This is an optimization exercise on Yosys and OpenROAD, whose aim is small area, not a production implementation. In this exercise RTL edits were held to simulation tests only and were not proved equivalent to the original. No activity file was given, so power comes from the tool's default toggle rates.

--- flow/flow/run.sh ---
#!/bin/bash
# Own layout flow: the standard ORFS flow (standard.sh: floorplan, power grid and tap cells,
# placement, clock tree, routing), with these changes:
#  - synthesis is flow/synth.tcl: the standard synthesis, but with the register file's read-port
#    modules (pure combinational one-hot AND-OR) replaced by the gate-level rdport_cells.v;
#  - port buffers use sky130_fd_sc_hd__buf_1 (every input and output port still gets one);
#  - the clock tree uses clkbuf_4 with small sink clusters and no dummy loads.
# ORFS writes each tool's full log under orfs/logs/; make's own output goes to flow_make.log here.
set -euo pipefail
export RDPORT_CELLS="$PWD/flow/rdport_cells.v"
export BUFFER_PORTS_ARGS="-buffer_cell sky130_fd_sc_hd__buf_1"
export CTS_ARGS="-sink_clustering_enable -repair_clock_nets -dont_use_dummy_load -buf_list {sky130_fd_sc_hd__clkbuf_4} -sink_clustering_size 9 -sink_clustering_max_diameter 60"
bash standard.sh SYNTH_SCRIPT="$PWD/flow/synth.tcl" finish > flow_make.log 2>&1
--- flow/flow/rdport_cells.v ---
// Gate-level sky130hd versions of regfile_rdport31 and regfile_rdport32 (rtl/regfile_core.sv), the
// one-hot AND-OR read ports, which flow/synth.tcl puts in place of Yosys's mapping of them.
// Per output bit: the AND terms sel[i] & words[32*i+b] are taken three at a time by a222oi
// (active-low group outputs), the groups are NANDed four (or three) at a time, and an or3 gives
// the bit. 31 terms: ten threes and one nand2; 32 terms: ten threes and one a22oi.
module regfile_rdport31 (sel, words, q);
  input [30:0] sel;
  input [991:0] words;
  output [31:0] q;
  genvar b, k;
  for (b = 0; b < 32; b = b + 1) begin : bs
    wire [10:0] g;
    wire [2:0] h;
    for (k = 0; k < 10; k = k + 1) begin : gs
      sky130_fd_sc_hd__a222oi_1 u_g (.A1(sel[3*k]), .A2(words[32*(3*k)+b]),
        .B1(sel[3*k+1]), .B2(words[32*(3*k+1)+b]), .C1(sel[3*k+2]), .C2(words[32*(3*k+2)+b]), .Y(g[k]));
    end
    sky130_fd_sc_hd__nand2_1 u_g10 (.A(sel[30]), .B(words[32*30+b]), .Y(g[10]));
    sky130_fd_sc_hd__nand4_1 u_h0 (.A(g[0]), .B(g[1]), .C(g[2]), .D(g[3]), .Y(h[0]));
    sky130_fd_sc_hd__nand4_1 u_h1 (.A(g[4]), .B(g[5]), .C(g[6]), .D(g[7]), .Y(h[1]));
    sky130_fd_sc_hd__nand3_1 u_h2 (.A(g[8]), .B(g[9]), .C(g[10]), .Y(h[2]));
    sky130_fd_sc_hd__or3_1 u_o (.A(h[0]), .B(h[1]), .C(h[2]), .X(q[b]));
  end
endmodule

module regfile_rdport32 (sel, words, q);
  input [31:0] sel;
  input [1023:0] words;
  output [31:0] q;
  genvar b, k;
  for (b = 0; b < 32; b = b + 1) begin : bs
    wire [10:0] g;
    wire [2:0] h;
    for (k = 0; k < 10; k = k + 1) begin : gs
      sky130_fd_sc_hd__a222oi_1 u_g (.A1(sel[3*k]), .A2(words[32*(3*k)+b]),
        .B1(sel[3*k+1]), .B2(words[32*(3*k+1)+b]), .C1(sel[3*k+2]), .C2(words[32*(3*k+2)+b]), .Y(g[k]));
    end
    sky130_fd_sc_hd__a22oi_1 u_g10 (.A1(sel[30]), .A2(words[32*30+b]), .B1(sel[31]), .B2(words[32*31+b]), .Y(g[10]));
    sky130_fd_sc_hd__nand4_1 u_h0 (.A(g[0]), .B(g[1]), .C(g[2]), .D(g[3]), .Y(h[0]));
    sky130_fd_sc_hd__nand4_1 u_h1 (.A(g[4]), .B(g[5]), .C(g[6]), .D(g[7]), .Y(h[1]));
    sky130_fd_sc_hd__nand3_1 u_h2 (.A(g[8]), .B(g[9]), .C(g[10]), .Y(h[2]));
    sky130_fd_sc_hd__or3_1 u_o (.A(h[0]), .B(h[1]), .C(h[2]), .X(q[b]));
  end
endmodule
--- flow/flow/synth.tcl ---
# The standard synthesis (synth_recipe.tcl: ORFS's synth.tcl with synth -nofsm -noshare, then
# flatten and rename), with one change: after ORFS's synthesis, with the hierarchy still kept
# (SYNTH_HIERARCHICAL 1), the read-port modules regfile_rdport31/32 are replaced by the gate-level
# netlists in rdport_cells.v (same function; they hold no registers). Registers are untouched.
proc synth {args} { yosys synth -nofsm -noshare {*}$args }
source $::env(SCRIPTS_DIR)/synth.tcl
delete regfile_rdport31 regfile_rdport32
read_verilog $::env(RDPORT_CELLS)
hierarchy -top $::env(DESIGN_NAME)
tee -o $::env(REPORTS_DIR)/synth_stat_rdport.txt stat {*}$lib_args
check -assert -mapped
# left out here: clear keep_hierarchy, flatten, clean up, hide names made inside functions, write 1_2_yosys.v
--- flow/standard.sh ---
#!/bin/bash
# synth_recipe.tcl (not shown) runs the flow's synth.tcl, then flattens the netlist and writes it again
# the make line also repeats each setting of config.mk as NAME=value (left out here)
make -C /OpenROAD-flow-scripts/flow DESIGN_CONFIG=/design/flow/config.mk WORK_HOME=/design/flow/orfs CLKGATE_MAP_FILE= SYNTH_SCRIPT=/design/flow/synth_recipe.tcl "${@:-finish}"
--- flow/config.mk ---
export PLATFORM = sky130hd
export DESIGN_NAME = wb_regfile
export DESIGN_NICKNAME = wb_regfile
export VERILOG_FILES = /design/flow/design.v
export SDC_FILE = /design/flow/constraint.sdc
export NUM_CORES = 4
export LEC_CHECK = 0
export CAP_MARGIN = 20
export CORE_MARGIN = 2
export CORE_UTILIZATION = 40
export PLACE_DENSITY = 0.5
export SLEW_MARGIN = 20
export SYNTH_HIERARCHICAL = 1
--- flow/constraint.sdc ---
create_clock -name core_clock -period 8.0 [get_ports {clk}]
set_input_delay 1.6000 -clock core_clock [delete_from_list [all_inputs] [get_ports {clk}]]
set_output_delay 1.6000 -clock core_clock [all_outputs]
set_load 0.01 [all_outputs]
--- flow/design.v ---
package cpu_pkg;
    typedef logic [4:0]  reg_idx_t;
    typedef logic [31:0] word_t;
    localparam reg_idx_t REG_ZERO  = 5'd0;
    localparam word_t    BUBBLE_PC = 32'h0000_0001;
endpackage
module regfile_rdport31
(
    input  logic [30:0]     sel,
    input  logic [991:0]    words,
    output cpu_pkg::word_t  q
);
    always_comb begin
        q = '0;
        for (int i = 0; i < 31; i++) begin
            q = q | ({32{sel[i]}} & words[32*i +: 32]);
        end
    end
endmodule
module regfile_rdport32
(
    input  logic [31:0]     sel,
    input  logic [1023:0]   words,
    output cpu_pkg::word_t  q
);
    always_comb begin
        q = '0;
        for (int i = 0; i < 32; i++) begin
            q = q | ({32{sel[i]}} & words[32*i +: 32]);
        end
    end
endmodule
module regfile_core
(
    input  logic     clk,
    input  logic     resetn,
    input  logic     we,
    input  cpu_pkg::reg_idx_t wa,
    input  cpu_pkg::word_t    wd,
    input  cpu_pkg::reg_idx_t ra_a,
    input  cpu_pkg::reg_idx_t ra_b,
    input  cpu_pkg::reg_idx_t ra_c,
    input  logic     wt_a,
    input  logic     wt_b,
    output cpu_pkg::word_t    rd_a,
    output cpu_pkg::word_t    rd_b,
    output cpu_pkg::word_t    rd_c
);
    logic [31:1][31:0] regs;
    logic [31:1]       valid;
    logic [31:1]       wsel;
    logic [31:1]       sel_a, sel_b, sel_c;
    always_comb begin
        for (int i = 1; i < 32; i++) begin
            wsel[i]  = we && (wa == 5'(i));
            sel_a[i] = !wt_a && valid[i] && (ra_a == 5'(i));
            sel_b[i] = !wt_b && valid[i] && (ra_b == 5'(i));
            sel_c[i] = valid[i] && (ra_c == 5'(i));
        end
    end
    always_ff @(posedge clk) begin
        for (int i = 1; i < 32; i++) begin
            if (wsel[i]) regs[i] <= wd;
        end
    end
    always_ff @(posedge clk or negedge resetn) begin
        if (!resetn) begin
            valid <= '0;
        end else begin
            valid <= valid | wsel;
        end
    end
    regfile_rdport32 u_rd_a (.sel({sel_a, wt_a}), .words({regs, wd}), .q(rd_a));
    regfile_rdport32 u_rd_b (.sel({sel_b, wt_b}), .words({regs, wd}), .q(rd_b));
    regfile_rdport31 u_rd_c (.sel(sel_c),         .words(regs),       .q(rd_c));
endmodule
module wb_regfile
#(
    parameter int    RETIRE_W  = 16,
    parameter cpu_pkg::word_t BUBBLE_PC = cpu_pkg::BUBBLE_PC
) (
    input  logic                clk,
    input  logic                resetn,
    input  logic                w_wreg,
    input  logic                w_m2reg,
    input  cpu_pkg::word_t               w_data,
    input  cpu_pkg::word_t               w_memout,
    input  cpu_pkg::reg_idx_t            w_rn,
    input  cpu_pkg::word_t               dbg_w_pc,
    input  cpu_pkg::word_t               dbg_w_inst,
    input  cpu_pkg::reg_idx_t            d_rs,
    input  cpu_pkg::reg_idx_t            d_rt,
    output cpu_pkg::word_t               d_qa,
    output cpu_pkg::word_t               d_qb,
    input  cpu_pkg::reg_idx_t            dbg_rn,
    output cpu_pkg::word_t               dbg_q,
    output cpu_pkg::word_t               wb_value,
    output logic [RETIRE_W-1:0] retire_cnt,
    output cpu_pkg::word_t               last_pc,
    output cpu_pkg::word_t               last_inst
);
    cpu_pkg::word_t core_qa;
    cpu_pkg::word_t core_qb;
    logic  commit;
    logic  slot_valid;
    assign wb_value   = w_m2reg ? w_memout : w_data;
    assign commit     = w_wreg && (w_rn != cpu_pkg::REG_ZERO);
    assign slot_valid = (dbg_w_pc != BUBBLE_PC);
    regfile_core u_core (
        .clk    (clk),
        .resetn (resetn),
        .we     (commit),
        .wa     (w_rn),
        .wd     (wb_value),
        .ra_a   (d_rs),
        .ra_b   (d_rt),
        .ra_c   (dbg_rn),
        .wt_a   (commit && (w_rn == d_rs)),
        .wt_b   (commit && (w_rn == d_rt)),
        .rd_a   (core_qa),
        .rd_b   (core_qb),
        .rd_c   (dbg_q)
    );
    assign d_qa = core_qa;
    assign d_qb = core_qb;
    always_ff @(posedge clk or negedge resetn) begin
        if (!resetn) begin
            retire_cnt <= '0;
            last_pc    <= BUBBLE_PC;
            last_inst  <= '0;
        end else if (slot_valid) begin
            retire_cnt <= retire_cnt + 1'b1;
            last_pc    <= dbg_w_pc;
            last_inst  <= dbg_w_inst;
        end
    end
endmodule
==> results of run 1 <==
critical path, stage by stage:
cell,delay [ps]
buf_1,340
or4_1,190
o21ai_0,160
nor4_2,610
buf_4,470
and4bb_2,300
and3_2,680
a222oi_1,550
nand4_1,400
or3_1,480
buf_1,140
worst max path at each step:
| stage | to | depth (start not counted) | from |
|---|---|---|---|
| 2_1_floorplan | d_qa[0] | 8 | w_rn[2] |
| 3_3_place_gp | d_qa[4] | 11 | w_rn[1] |
| 3_5_place_dp | d_qb[8] | 11 | w_rn[1] |
| 4_1_cts | d_qb[8] | 11 | w_rn[1] |
| 5_1_grt | d_qb[12] | 11 | w_rn[1] |
| 6_report | d_qb[4] | 11 | w_rn[1] |
final cells by class:
cell class	instances	area [um2]
Fill cell	10590	65220
Sequential cell	1103	32570
Multi-Input combinational cell	1826	15790
Timing Repair Buffer	523	2932
Tap cell	1612	2017
Clock buffer	146	1096
Antenna cell	12	30.03
Inverter	3	11.26
metal layers:
metal	share of wire, %	GRT usage (%)	vias up	wire length [um]
met2	42	56.73	5163	102600
met3	16	13.89	1267	39130
met5	0.034	0.7064	-	82
li1	-	-	16140	-
met4	7.7	23.78	8	18690
met1	34	47.66	21390	83700
state kept, by name, summed over array words and instances (netlist names):
signal / flops
u_core.regs: 992
last_pc: 32
retire_cnt: 16
last_inst: 32
u_core.valid: 31
report_power, final:
group          leakage, nW  internal, W  switching (W)
Sequential            10.2      0.00643       0.000104
Clock                0.672     0.000838        0.00195
Combinational         6.47     0.000304       0.000737
layout by cell type, fill, tap and decap left out, types with 3 or more instances in the layout:
master,instances
dfrtp_1,110
nor2_1,12
and3_1,5
and3b_1,3
clkbuf_4,148
buf_1,357
and4bb_2,4
nor4_2,3
xnor2_1,9
mux2_1,13
nor3b_1,4
nand4_1,196
inv_1,3
nor4_1,9
nand2_1,40
a222oi_1,960
edfxtp_1,992
buf_12,26
nor2b_1,10
and3_4,6
nor2_4,31
mux2_2,53
or3_1,96
a22oi_1,64
nand4bb_1,3
o21bai_1,27
buf_4,137
xor2_1,16
nor4b_1,9
nor3_1,4
a21o_1,31
and2_1,4
nand3_1,105
diode_2,12
nand4b_1,3
nand2b_1,4
and3_2,83
through the flow:
stage | hold slack, ps | power, W | instance area [um2] | cells
finish | 474.2 | 0.01037 | 54440 | 5225
global route | 498.5 | 0.01065 | 54420 | 5219
CTS | 460.5 | 0.01036 | 54340 | 5211
detailed placement | 463.9 | 0.007660 | 53240 | 5065
global placement | 454.9 | 0.007644 | 53200 | 5063
floorplan | 458.5 | 0.007106 | 48120 | 2962
==> impl_results.md, run 1 <==
* HPWL after detailed placement at approximately 150 mm
* DR pass1 iterations at 17
* H-Tree Depth at 4
* Count of pins over their slew limit at 0
* Worst Skew at roughly 12 ps
* Critical path class: in2out
* Net count after synthesis at 3115
* Crit path max fanout at 32
* Clock insertion delay at the later pin of the skew report at roughly 1200 ps
* Post-synthesis cell count at ~3000
* Layout Area Growth over Synthesis at 13.13%
* Largest net degree at the start of global routing at 64
* Hold Path Depth at 1
* Period Utilization, post-route at between 90% and 100%
* Placement Setup Slack at 758.3 ps
* Fin nets at 3756
* Startpoint Class: primary input
* Layout cells sized above 1 at between 10% and 20%
* Reg-to-reg startpoint: retire_cnt[7]
* Mapped Area at about 48000 um2
* Worst-path clk slew at 90 ps
* Initial antenna violation count at 10
* Max VDD drop at 0.1482 mV
* Max-capacitance violation count at 0
* WL/cell at 46.73 um
* CTS root buffer: clkbuf_4
* GRT Overall Usage at 38.32%
* Die height at roughly 350 um
* Utilization after layout at between 40% and 50%
* Drt total wl at 244.2 mm
* Hold Vio Cnt, Final at 0
* Post-CTS Setup Bufs at 0
* RSZ-0062 raised after global routing: false
* Initial Utilization at 40.22%
* LEAKAGE at about 17 nW
* Setup Viol. Count Final at 0
* Vias in the first global route at 42210
* Row cnt at ~130
* End of the worst register-to-register path: retire_cnt[15]
* WP data arrival at about 6000 ps
* # resized after CTS at 0
* CP Capture Type: output pin
* IO Pins at 360
* Mean post-synth cell area at roughly 16 um2
* Worst setup margin at ~450 ps
* Worst hold path type: reg2reg
* Clock Path Buffers at 3
* Slew HR at 6.335%
* Overflow left after global routing at 0
* Clock Sinks at ~1100
* Outcome: timing/DRC/antenna clean
* DRC at 0
* R2R Setup Slk at ~6300 ps
* Ys Warns at 10
* Hold endpoint: retire_cnt[15]
* Max Freq at about 0.13 GHz
* Initial drt markers at between 10000 and 15000
* Worst slew pin tran at approximately 1400 ps
* CTS Hold Buffers Added at 0
* Worst hold path startpoint: retire_cnt[15]
* DR vias at approximately 44000
* Final total negative setup slack at 0 ps
* IO buf count at approximately 360
* Die width at 350.9 um
* Power density over the cells at around 190 nW/um2
* Worst path required time at approximately 6400 ps
* First-pass GRT wire length at roughly 330 mm
* Fin crit period at 7552 ps
* CTS tree: done
* Post-route ant nets at 0
* DR vias/cell at roughly 8.4
* Routability congestion estimate at a little under 1
* Worst R2R Path Depth at 5
* Placeable Area at around 120000 um2
* CTS buffer count at roughly 150
* DIE AREA at 123100 um2
==> inputs of run 2 (changes only) <==
--- a/flow/design.v
+++ b/flow/design.v
@@ -32,2 +32,19 @@
 endmodule
+module regfile_and3x31
+(
+    input  logic [30:0] a,
+    input  logic [30:0] b,
+    input  logic [30:0] c,
+    output logic [30:0] y
+);
+    assign y = a & b & c;
+endmodule
+module regfile_and2x31
+(
+    input  logic [30:0] a,
+    input  logic [30:0] b,
+    output logic [30:0] y
+);
+    assign y = a & b;
+endmodule
 module regfile_core
@@ -52,10 +69,33 @@
     logic [31:1]       sel_a, sel_b, sel_c;
+    logic [3:0]  wlo, alo, blo, clo;
+    logic [7:0]  whi, ahi, bhi, chi;
+    logic [31:1] wlo_r, whi_r, alo_r, ahi_r, blo_r, bhi_r, clo_r, chi_r;
     always_comb begin
+        for (int j = 0; j < 4; j++) begin
+            wlo[j] = we && (wa[1:0] == 2'(j));
+            alo[j] = !wt_a && (ra_a[1:0] == 2'(j));
+            blo[j] = !wt_b && (ra_b[1:0] == 2'(j));
+            clo[j] = (ra_c[1:0] == 2'(j));
+        end
+        for (int m = 0; m < 8; m++) begin
+            whi[m] = (wa[4:2] == 3'(m));
+            ahi[m] = (ra_a[4:2] == 3'(m));
+            bhi[m] = (ra_b[4:2] == 3'(m));
+            chi[m] = (ra_c[4:2] == 3'(m));
+        end
         for (int i = 1; i < 32; i++) begin
-            wsel[i]  = we && (wa == 5'(i));
-            sel_a[i] = !wt_a && valid[i] && (ra_a == 5'(i));
-            sel_b[i] = !wt_b && valid[i] && (ra_b == 5'(i));
-            sel_c[i] = valid[i] && (ra_c == 5'(i));
+            wlo_r[i] = wlo[i % 4];
+            whi_r[i] = whi[i / 4];
+            alo_r[i] = alo[i % 4];
+            ahi_r[i] = ahi[i / 4];
+            blo_r[i] = blo[i % 4];
+            bhi_r[i] = bhi[i / 4];
+            clo_r[i] = clo[i % 4];
+            chi_r[i] = chi[i / 4];
         end
     end
+    regfile_and2x31 u_wsel  (.a(wlo_r), .b(whi_r),                .y(wsel));
+    regfile_and3x31 u_sel_a (.a(alo_r), .b(ahi_r), .c(valid),     .y(sel_a));
+    regfile_and3x31 u_sel_b (.a(blo_r), .b(bhi_r), .c(valid),     .y(sel_b));
+    regfile_and3x31 u_sel_c (.a(clo_r), .b(chi_r), .c(valid),     .y(sel_c));
     always_ff @(posedge clk) begin
==> flow/flow/run.sh (replaced) <==
#!/bin/bash
# Own layout flow: the standard ORFS flow (standard.sh: floorplan, power grid and tap cells,
# placement, clock tree, routing), with these changes:
#  - synthesis is flow/synth.tcl: the standard synthesis, but with the register file's purely
#    combinational read-port and select-decoder-output modules replaced by the gate-level cells.v;
#  - port buffers use sky130_fd_sc_hd__buf_1 (every input and output port still gets one);
#  - the clock tree uses clkbuf_4 (clkbuf_16 at the root) with small sink clusters and no dummy loads.
# ORFS writes each tool's full log under orfs/logs/; make's own output goes to flow_make.log here.
set -euo pipefail
export HANDMAP_CELLS="$PWD/flow/cells.v"
export BUFFER_PORTS_ARGS="-buffer_cell sky130_fd_sc_hd__buf_1"
export CTS_ARGS="-sink_clustering_enable -repair_clock_nets -dont_use_dummy_load -root_buf sky130_fd_sc_hd__clkbuf_16 -buf_list {sky130_fd_sc_hd__clkbuf_4} -sink_clustering_size 10 -sink_clustering_max_diameter 40"
bash standard.sh SYNTH_SCRIPT="$PWD/flow/synth.tcl" finish > flow_make.log 2>&1
==> flow/flow/cells.v (new file) <==
// Gate-level sky130hd versions of regfile_rdport31 and regfile_rdport32 (rtl/regfile_core.sv), the
// one-hot AND-OR read ports, which flow/synth.tcl puts in place of Yosys's mapping of them.
// Per output bit: the AND terms sel[i] & words[32*i+b] are taken three at a time by a222oi
// (active-low group outputs), the groups are NANDed four (or three) at a time, and an or3 gives
// the bit. 31 terms: ten threes and one nand2; 32 terms: ten threes and one a22oi.
module regfile_rdport31 (sel, words, q);
  input [30:0] sel;
  input [991:0] words;
  output [31:0] q;
  genvar b, k;
  for (b = 0; b < 32; b = b + 1) begin : bs
    wire [10:0] g;
    wire [2:0] h;
    for (k = 0; k < 10; k = k + 1) begin : gs
      sky130_fd_sc_hd__a222oi_1 u_g (.A1(sel[3*k]), .A2(words[32*(3*k)+b]),
        .B1(sel[3*k+1]), .B2(words[32*(3*k+1)+b]), .C1(sel[3*k+2]), .C2(words[32*(3*k+2)+b]), .Y(g[k]));
    end
    sky130_fd_sc_hd__nand2_1 u_g10 (.A(sel[30]), .B(words[32*30+b]), .Y(g[10]));
    sky130_fd_sc_hd__nand4_1 u_h0 (.A(g[0]), .B(g[1]), .C(g[2]), .D(g[3]), .Y(h[0]));
    sky130_fd_sc_hd__nand4_1 u_h1 (.A(g[4]), .B(g[5]), .C(g[6]), .D(g[7]), .Y(h[1]));
    sky130_fd_sc_hd__nand3_1 u_h2 (.A(g[8]), .B(g[9]), .C(g[10]), .Y(h[2]));
    sky130_fd_sc_hd__or3_1 u_o (.A(h[0]), .B(h[1]), .C(h[2]), .X(q[b]));
  end
endmodule

module regfile_rdport32 (sel, words, q);
  input [31:0] sel;
  input [1023:0] words;
  output [31:0] q;
  genvar b, k;
  for (b = 0; b < 32; b = b + 1) begin : bs
    wire [10:0] g;
    wire [2:0] h;
    for (k = 0; k < 10; k = k + 1) begin : gs
      sky130_fd_sc_hd__a222oi_1 u_g (.A1(sel[3*k]), .A2(words[32*(3*k)+b]),
        .B1(sel[3*k+1]), .B2(words[32*(3*k+1)+b]), .C1(sel[3*k+2]), .C2(words[32*(3*k+2)+b]), .Y(g[k]));
    end
    sky130_fd_sc_hd__a22oi_1 u_g10 (.A1(sel[30]), .A2(words[32*30+b]), .B1(sel[31]), .B2(words[32*31+b]), .Y(g[10]));
    sky130_fd_sc_hd__nand4_1 u_h0 (.A(g[0]), .B(g[1]), .C(g[2]), .D(g[3]), .Y(h[0]));
    sky130_fd_sc_hd__nand4_1 u_h1 (.A(g[4]), .B(g[5]), .C(g[6]), .D(g[7]), .Y(h[1]));
    sky130_fd_sc_hd__nand3_1 u_h2 (.A(g[8]), .B(g[9]), .C(g[10]), .Y(h[2]));
    sky130_fd_sc_hd__or3_1 u_o (.A(h[0]), .B(h[1]), .C(h[2]), .X(q[b]));
  end
endmodule

// Gate-level versions of regfile_and3x31 and regfile_and2x31: one and3_4 (and2_4) per select line,
// sized for the line's 32 loads.
module regfile_and3x31 (a, b, c, y);
  input [30:0] a, b, c;
  output [30:0] y;
  genvar i;
  for (i = 0; i < 31; i = i + 1) begin : gs
    sky130_fd_sc_hd__and3_4 u_and (.A(a[i]), .B(b[i]), .C(c[i]), .X(y[i]));
  end
endmodule

module regfile_and2x31 (a, b, y);
  input [30:0] a, b;
  output [30:0] y;
  genvar i;
  for (i = 0; i < 31; i = i + 1) begin : gs
    sky130_fd_sc_hd__and2_4 u_and (.A(a[i]), .B(b[i]), .X(y[i]));
  end
endmodule
==> flow/flow/synth.tcl (replaced) <==
# The standard synthesis (synth_recipe.tcl: ORFS's synth.tcl with synth -nofsm -noshare, then
# flatten and rename), with one change: after ORFS's synthesis, with the hierarchy still kept
# (SYNTH_HIERARCHICAL 1), the purely combinational modules regfile_rdport31/32 (read ports) and
# regfile_and3x31/and2x31 (last stage of the select decoders) are replaced by the gate-level
# netlists in cells.v (same function; they hold no registers). Registers are untouched.
proc synth {args} { yosys synth -nofsm -noshare {*}$args }
source $::env(SCRIPTS_DIR)/synth.tcl
delete regfile_rdport31 regfile_rdport32 regfile_and3x31 regfile_and2x31
read_verilog $::env(HANDMAP_CELLS)
hierarchy -top $::env(DESIGN_NAME)
tee -o $::env(REPORTS_DIR)/synth_stat_handmap.txt stat {*}$lib_args
check -assert -mapped
# left out here: clear keep_hierarchy, flatten, clean up, hide names made inside functions, write 1_2_yosys.v
removed: flow/flow/rdport_cells.v
==> impl_results.md, run 2 <==
* Outcome: timing/DRC/antenna clean
* IO buf count at 359 (unchanged)
* Startpoint Class: primary input
* Net Switching at 0.002846 W (+1.9%)
* Initial Utilization at 40.38% (+0.16 points)
* Multi-input gate area at 15870 um2 (+0.55%)
* Hold Vio Cnt, Final at 0 (unchanged)
* Clock Path Buffers at 3 (unchanged)
* WL/cell at 49.98 um (+6.9%)
* Fin crit period at 7061 ps (-491.5 ps)
* Overflow left after global routing at 0 (unchanged)
* Worst R2R Path Depth at 4 (-1)
* IO Pins at 360 (unchanged)
* Max reg flops at 992 (unchanged)
* Slew HR at 24.22% (+18 points)
* Initial drt markers at 14660 (-0.50%)
* Max VDD drop at 0.1682 mV (+14%)
* Most flops, register: u_core.regs
* Fin nets at 3650 (-2.8%)
* Max Freq at 0.1416 GHz (+7.0%)
* Flop pwr share at 61.9% (-1.2 points)
* Period Utilization, post-route at 88.26% (-6.1 points)
* Worst Skew at 33.13 ps (+21.37 ps)
* Layout cells sized above 1 at 13.05% (-0.89 points)
* Layout Area Growth over Synthesis at 10.50%
* Combinational cell fraction of total power at 10.5% (+0.5 points)
* Row cnt at 127 (unchanged)
* Post-route ant nets at 0 (unchanged)
* DRC at 0 (unchanged)
* LEAKAGE at 16.79 nW (-3.2%)
* CTS buffer count at 169 (+16%)
* Routability congestion estimate at 0.9177 (-6.0%)
* Max-capacitance violation count at 0 (unchanged)
* End of the worst register-to-register path: retire_cnt[15]
* Die width at 352.2 um (+0.40%)
* Worst hold path type: reg2reg
* DR vias at 44400 (+0.99%)
* Crit path max fanout at 32 (unchanged)
* Power density over the cells at 197.1 nW/um2 (+3.5%)
* Net count after synthesis at 3081 (-1.1%)
* Commonest non-fill, non-tap cell in the layout: edfxtp_1
* Fillers at 10690 (+1.0%)
* Placeable Area at 120100 um2 (+0.40%)
* Largest net degree at the start of global routing at 65 (+1.6%)
* Count of pins over their slew limit at 0 (unchanged)
* First-pass GRT wire length at 341.4 mm (+3.9%)
* CP Capture Type: output pin
* CP endpoint: d_qa[11]
* Worst-path clk slew at 80 ps (about the same)
* Ys Warns at 10 (unchanged)
* Sequential cell area at 32570 um2 (unchanged)
* Vias in the first global route at 43050 (+2.0%)
* DIE AREA at 124100 um2 (+0.80%)
* Commonest cells after routing, fill and taps aside: 992 x edfxtp_1, 960 x a222oi_1, 357 x buf_1, 195 x nand4_1, 169 x clkbuf_4
* H-Tree Depth at 4 (unchanged)
* # resized after CTS at 0 (unchanged)
* CTS root buffer: clkbuf_16
* Clock Sinks at 1103 (unchanged)
* Die height at 352.2 um (+0.40%)
* Mapped Area at 48510 um2 (+0.81%)
* Worst setup margin at 939.1 ps (+491.5 ps)
* Worst Setup SP: w_rn[2]
* Reg-to-reg startpoint: retire_cnt[2]
* DR vias/cell at 8.670 (+3.0%)
* Clock insertion delay at the later pin of the skew report at 780 ps (-380 ps)
* RSZ-0062 raised after global routing: false
* CTS tree: done
* Cell-internal power at 0.007719 W (+1.9%)
* Critical path class: in2out
* Initial antenna violation count at 19 (+9)
* Sw frac at 26.94% (about the same)
* HPWL after detailed placement at 129.9 mm (-13%)
* Worst slew pin tran at 1137 ps (-268.3 ps)
* DR pass1 iterations at 17 (unchanged)
* Mean post-synth cell area at 16.57 um2 (+2.0%)
* R2R Setup Slk at 6450 ps (+170 ps)
* Clock Power Share at 27.6% (+0.7 points)
* Biggest registers after layout: u_core.regs x992, last_inst x32, last_pc x32
* Setup Viol. Count Final at 0 (unchanged)
* GRT Overall Usage at 39.54% (+1.2 points)
* Post-CTS Setup Bufs at 0 (unchanged)
* CTS Hold Buffers Added at 0 (unchanged)
* Placement Setup Slack at 1287 ps (+528.5 ps)
* WP data arrival at 5460 ps (-490 ps)
* Post-synthesis cell count at 2928 (-1.1%)
* Drt total wl at 255.9 mm (+4.8%)
* Final total negative setup slack at 0 ps (unchanged)
* Worst path required time at 6400 ps (about the same)
run 2: per-stage QoR:
stage | hold WS, ps | area (um2) | instances | util (%) | total power [W]
floorplan | 487.7 | 48510 | 2928 | - | 0.007119
global placement | 459.9 | 52280 | 4938 | 43.52 | 0.007691
CTS | 481.6 | 53570 | 5107 | 44.59 | 0.01054
detailed placement | 463.1 | 52280 | 4938 | 43.52 | 0.007710
global route | 492.7 | 53580 | 5113 | 44.60 | 0.01085
finish | 476.6 | 53600 | 5121 | 44.62 | 0.01057
run 2: metal layers:
metal / track usage, % / routed length, um / vias to the layer above
met1: 49.12 / 86080 / 21580
met4: 24.36 / 18630 / 30
met3: 20.93 / 48880 / 1267
met2: 53.63 / 102000 / 5651
met5: 1.231 / 342 / -
li1: - / - / 15870
run 2: how the worst min path moves through the flow:
| stage | from | cells after the start | slack [ps] | endpoint |
|---|---|---|---|---|
| after floorplan | u_core.valid[10] | 1 | 490 | u_core.valid[10] |
| after global placement | last_pc[18] | 1 | 460 | last_pc[18] |
| after detailed placement | last_pc[25] | 1 | 460 | last_pc[25] |
| after CTS | last_pc[25] | 1 | 480 | last_pc[25] |
| after global routing | last_pc[19] | 1 | 490 | last_pc[19] |
| final | last_pc[25] | 1 | 480 | last_pc[25] |
run 2: layout make-up:
type / instances / area share, %
Timing Repair Buffer: 411 / 3.392
Inverter: 2 / 0.01401
Tap cell: 1612 / 3.763
Antenna cell: 14 / 0.06536
Sequential cell: 1103 / 60.76
Clock buffer: 169 / 2.400
Multi-Input combinational cell: 1810 / 29.61
run 2: power by group through the flow:
stage                     clock network [W]  logic, W  registers [W]
after floorplan                           0  0.000484        0.00664
after global placement                    0   0.00103        0.00666
after detailed placement                  0   0.00105        0.00666
after CTS                           0.00295   0.00105        0.00653
after global routing                0.00318   0.00112        0.00655
final                               0.00292   0.00111        0.00654
run 2: worst max-delay path, stage by stage:
cell and delay (ps):
buf_1 210, or4_1 540, o21ai_0 400, nor4_2 170, nor3b_1 360, buf_4 210
and3_4 850, a222oi_1 260, nand4_1 200, or3_1 340, buf_1 270
==> inputs of run 3 (changes only) <==
--- a/flow/flow/run.sh
+++ b/flow/flow/run.sh
@@ -11,3 +11,3 @@
 export BUFFER_PORTS_ARGS="-buffer_cell sky130_fd_sc_hd__buf_1"
-export CTS_ARGS="-sink_clustering_enable -repair_clock_nets -dont_use_dummy_load -root_buf sky130_fd_sc_hd__clkbuf_16 -buf_list {sky130_fd_sc_hd__clkbuf_4} -sink_clustering_size 10 -sink_clustering_max_diameter 40"
+export CTS_ARGS="-sink_clustering_enable -repair_clock_nets -dont_use_dummy_load -root_buf sky130_fd_sc_hd__clkbuf_16 -buf_list {sky130_fd_sc_hd__clkbuf_4} -sink_clustering_size 8 -sink_clustering_max_diameter 40"
 bash standard.sh SYNTH_SCRIPT="$PWD/flow/synth.tcl" finish > flow_make.log 2>&1
==> impl_results.md, run 3 <==
* Overflow left after global routing at 0 (unchanged)
* Biggest registers after layout: u_core.regs x992, last_inst x32, last_pc x32
* Ys Warns at 10 (unchanged)
* Placeable Area at 120100 um2 (unchanged)
* Worst setup margin at 940.4 ps (+1.297 ps)
* Die width at 352.2 um (unchanged)
* Max VDD drop at 0.1757 mV (+4.4%)
* Max reg flops at 992 (unchanged)
* WL/cell at 49.94 um (about the same)
* DR vias at 44490 (+0.20%)
* Commonest non-fill, non-tap cell in the layout: edfxtp_1
* Count of pins over their slew limit at 0 (unchanged)
* Post-synthesis cell count at 2928 (unchanged)
* LEAKAGE at 16.87 nW (+0.47%)
* WP data arrival at 5460 ps (about the same)
* DR vias/cell at 8.655 (-0.17%)
* Placement Setup Slack at 1287 ps (unchanged)
* Hold endpoint: last_pc[25]
* DRC at 0 (unchanged)
* Worst slew pin tran at 1121 ps (-15.24 ps)
* Initial antenna violation count at 17 (-2)
* Hold Path Depth at 1 (unchanged)
* Fin crit period at 7060 ps (-1.297 ps)
* Routability congestion estimate at 0.9177 (unchanged)
* Worst hold path startpoint: last_pc[25]
* Post-CTS Setup Bufs at 0 (unchanged)
* Met3 global-route usage at 21.32% (+0.39 points)
* Power density over the cells at 199.3 nW/um2 (+1.1%)
* Slew HR at 25.24% (+1.0 points)
* Vias in the first global route at 43190 (+0.33%)
* # resized after CTS at 0 (unchanged)
* First-pass GRT wire length at 342.0 mm (+0.18%)
* Mapped Area at 48510 um2 (unchanged)
* Initial Utilization at 40.38% (unchanged)
* End of the worst register-to-register path: retire_cnt[15]
* Mean post-synth cell area at 16.57 um2 (unchanged)
* CTS buffer count at 186 (+10%)
* Grt peak-use layer: met2
* Max Freq at 0.1417 GHz (about the same)
* CTS root buffer: clkbuf_16
* Most flops, register: u_core.regs
* CP Capture Type: output pin
* Largest net degree at the start of global routing at 65 (unchanged)
* Worst hold path type: reg2reg
* HPWL after detailed placement at 129.9 mm (unchanged)
* M1 GR Usage at 49.25% (+0.12 points)
* Commonest cells after routing, fill and taps aside: 992 x edfxtp_1, 960 x a222oi_1, 357 x buf_1, 195 x nand4_1, 186 x clkbuf_4
* Row cnt at 127 (unchanged)
* Drt total wl at 256.7 mm (+0.30%)
* Clock Path Buffers at 3 (unchanged)
* Clock Sinks at 1103 (unchanged)
* Period Utilization, post-route at 88.25% (about the same)
* Post-route ant nets at 0 (unchanged)
* Fillers at 10710 (+0.16%)
* Worst Skew at 7.276 ps (-25.86 ps)
* Final total negative setup slack at 0 ps (unchanged)
* Layout Area Growth over Synthesis at 10.77%
* IO buf count at 359 (unchanged)
* Fin nets at 3667 (+0.47%)
* Worst R2R Path Depth at 4 (unchanged)
* Die height at 352.2 um (unchanged)
* CTS Hold Buffers Added at 0 (unchanged)
* DIE AREA at 124100 um2 (unchanged)
* Critical path class: in2out
* Hold Vio Cnt, Final at 0 (unchanged)
* Initial drt markers at 14850 (+1.3%)
* DR pass1 iterations at 19 (+2)
* Max-capacitance violation count at 0 (unchanged)
* Worst path required time at 6400 ps (about the same)
* Outcome: timing/DRC/antenna clean
* Worst-path clk slew at 80 ps (about the same)
* Crit path max fanout at 32 (unchanged)
* GRT Overall Usage at 39.62% (+0.079 points)
* Layout cells sized above 1 at 13.47% (+0.42 points)
* Clock insertion delay at the later pin of the skew report at 770 ps (about the same)
* R2R Setup Slk at 6490 ps (+40 ps)
* RSZ-0062 raised after global routing: false
* Startpoint Class: primary input
* Setup Viol. Count Final at 0 (unchanged)
* Net count after synthesis at 3081 (unchanged)
* Reg-to-reg startpoint: retire_cnt[2]
* IO Pins at 360 (unchanged)
* H-Tree Depth at 4 (unchanged)
* GR met2 Demand/Resource at 53.47% (-0.16 points)
* CTS tree: done
[run 3: power breakdown]
group          internal (W)  leakage (nW)  total, W  switching [W]
logic              0.000301          5.76   0.00111       0.000811
clock network       0.00107         0.864   0.00306        0.00199
registers           0.00644          10.2   0.00654       0.000101
[run 3: worst max path at each step]
stage | startpoint | to | slack [ps] | depth (start not counted)
2_1_floorplan | w_rn[2] | d_qa[0] | 380 | 8
3_3_place_gp | w_rn[2] | d_qa[11] | 1390 | 11
3_5_place_dp | w_rn[2] | d_qa[11] | 1290 | 11
4_1_cts | w_rn[2] | d_qa[11] | 1280 | 11
5_1_grt | w_rn[2] | d_qb[4] | 1050 | 11
6_report | w_rn[2] | d_qa[11] | 940 | 11
[run 3: routing by layer]
layer / share of wire, % / routed length [um]
met2: 40 / 102000
met5: 0.070 / 179
met3: 19 / 49970
met1: 34 / 86230
met4: 7.1 / 18300
[run 3: critical path: stages]
cell	delay, ps
buf_1	210
or4_1	530
o21ai_0	410
nor4_2	170
nor3b_1	390
buf_4	220
and3_4	760
a222oi_1	260
nand4_1	210
or3_1	360
buf_1	270
[run 3: layout make-up]
cell class / count / area [um2] / share of cell area (%)
antenna: 16 / 40.04 / 0.07451
timing repair buffer: 411 / 1818 / 3.383
clock buffer: 186 / 1414 / 2.631
multi-input combinational: 1810 / 15870 / 29.54
tap: 1612 / 2017 / 3.753
inverter: 2 / 7.507 / 0.01397
sequential: 1103 / 32570 / 60.61
[run 3: stage by stage]
| stage | power (W) | instance area [um2] | hold WS, ps | instances | util [%] |
|---|---|---|---|---|---|
| 5_1_grt | 0.01100 | 53710 | 492.8 | 5131 | 44.71 |
| 3_5_place_dp | 0.007710 | 52280 | 463.1 | 4938 | 43.52 |
| 3_3_place_gp | 0.007691 | 52280 | 459.9 | 4938 | 43.52 |
| 6_report | 0.01071 | 53740 | 476.6 | 5140 | 44.73 |
| 4_1_cts | 0.01069 | 53700 | 481.8 | 5124 | 44.70 |
| 2_1_floorplan | 0.007119 | 48510 | 487.7 | 2928 | - |

[port drivers added, routing unchanged]
The flow's constraints put no driver on any port. The routed layouts listed below were extracted and timed again, unchanged, in two steps. Step 1 (the two cells are an assumption about what drives the block):
set clk [get_ports {clk}]
set_driving_cell -lib_cell sky130_fd_sc_hd__clkbuf_16 $clk
set_driving_cell -lib_cell sky130_fd_sc_hd__buf_2 [delete_from_list [all_inputs] $clk]
Step 2, shift: input delay + t, output delay - t, t = (earliest + latest rising clock arrival at the registers) / 2. This alone moves slack from input paths to output paths. a / b / c = ideal / step 1 / step 2; a / b = the first two.
| run | t (ns) | setup WS [ns] | worst register clock-pin slew, ns | worst slew at a driven data input, ns |
|---|---|---|---|---|
| run 1 | 1.224 | 0.448 / 0.422 / 0.422 | 0.12 / 0.12 | 0.06 |
| run 2 | 0.873 | 0.939 / 0.917 / 0.917 | 0.12 / 0.12 | 0.05 |
| run 3 | 0.870 | 0.940 / 0.919 / 0.919 | 0.11 / 0.11 | 0.05 |
After both steps every run listed still meets setup and hold. For run 1, which loses most, drivers alone change the setup slack by -0.026 ns; drivers and shift together by -0.026 ns.
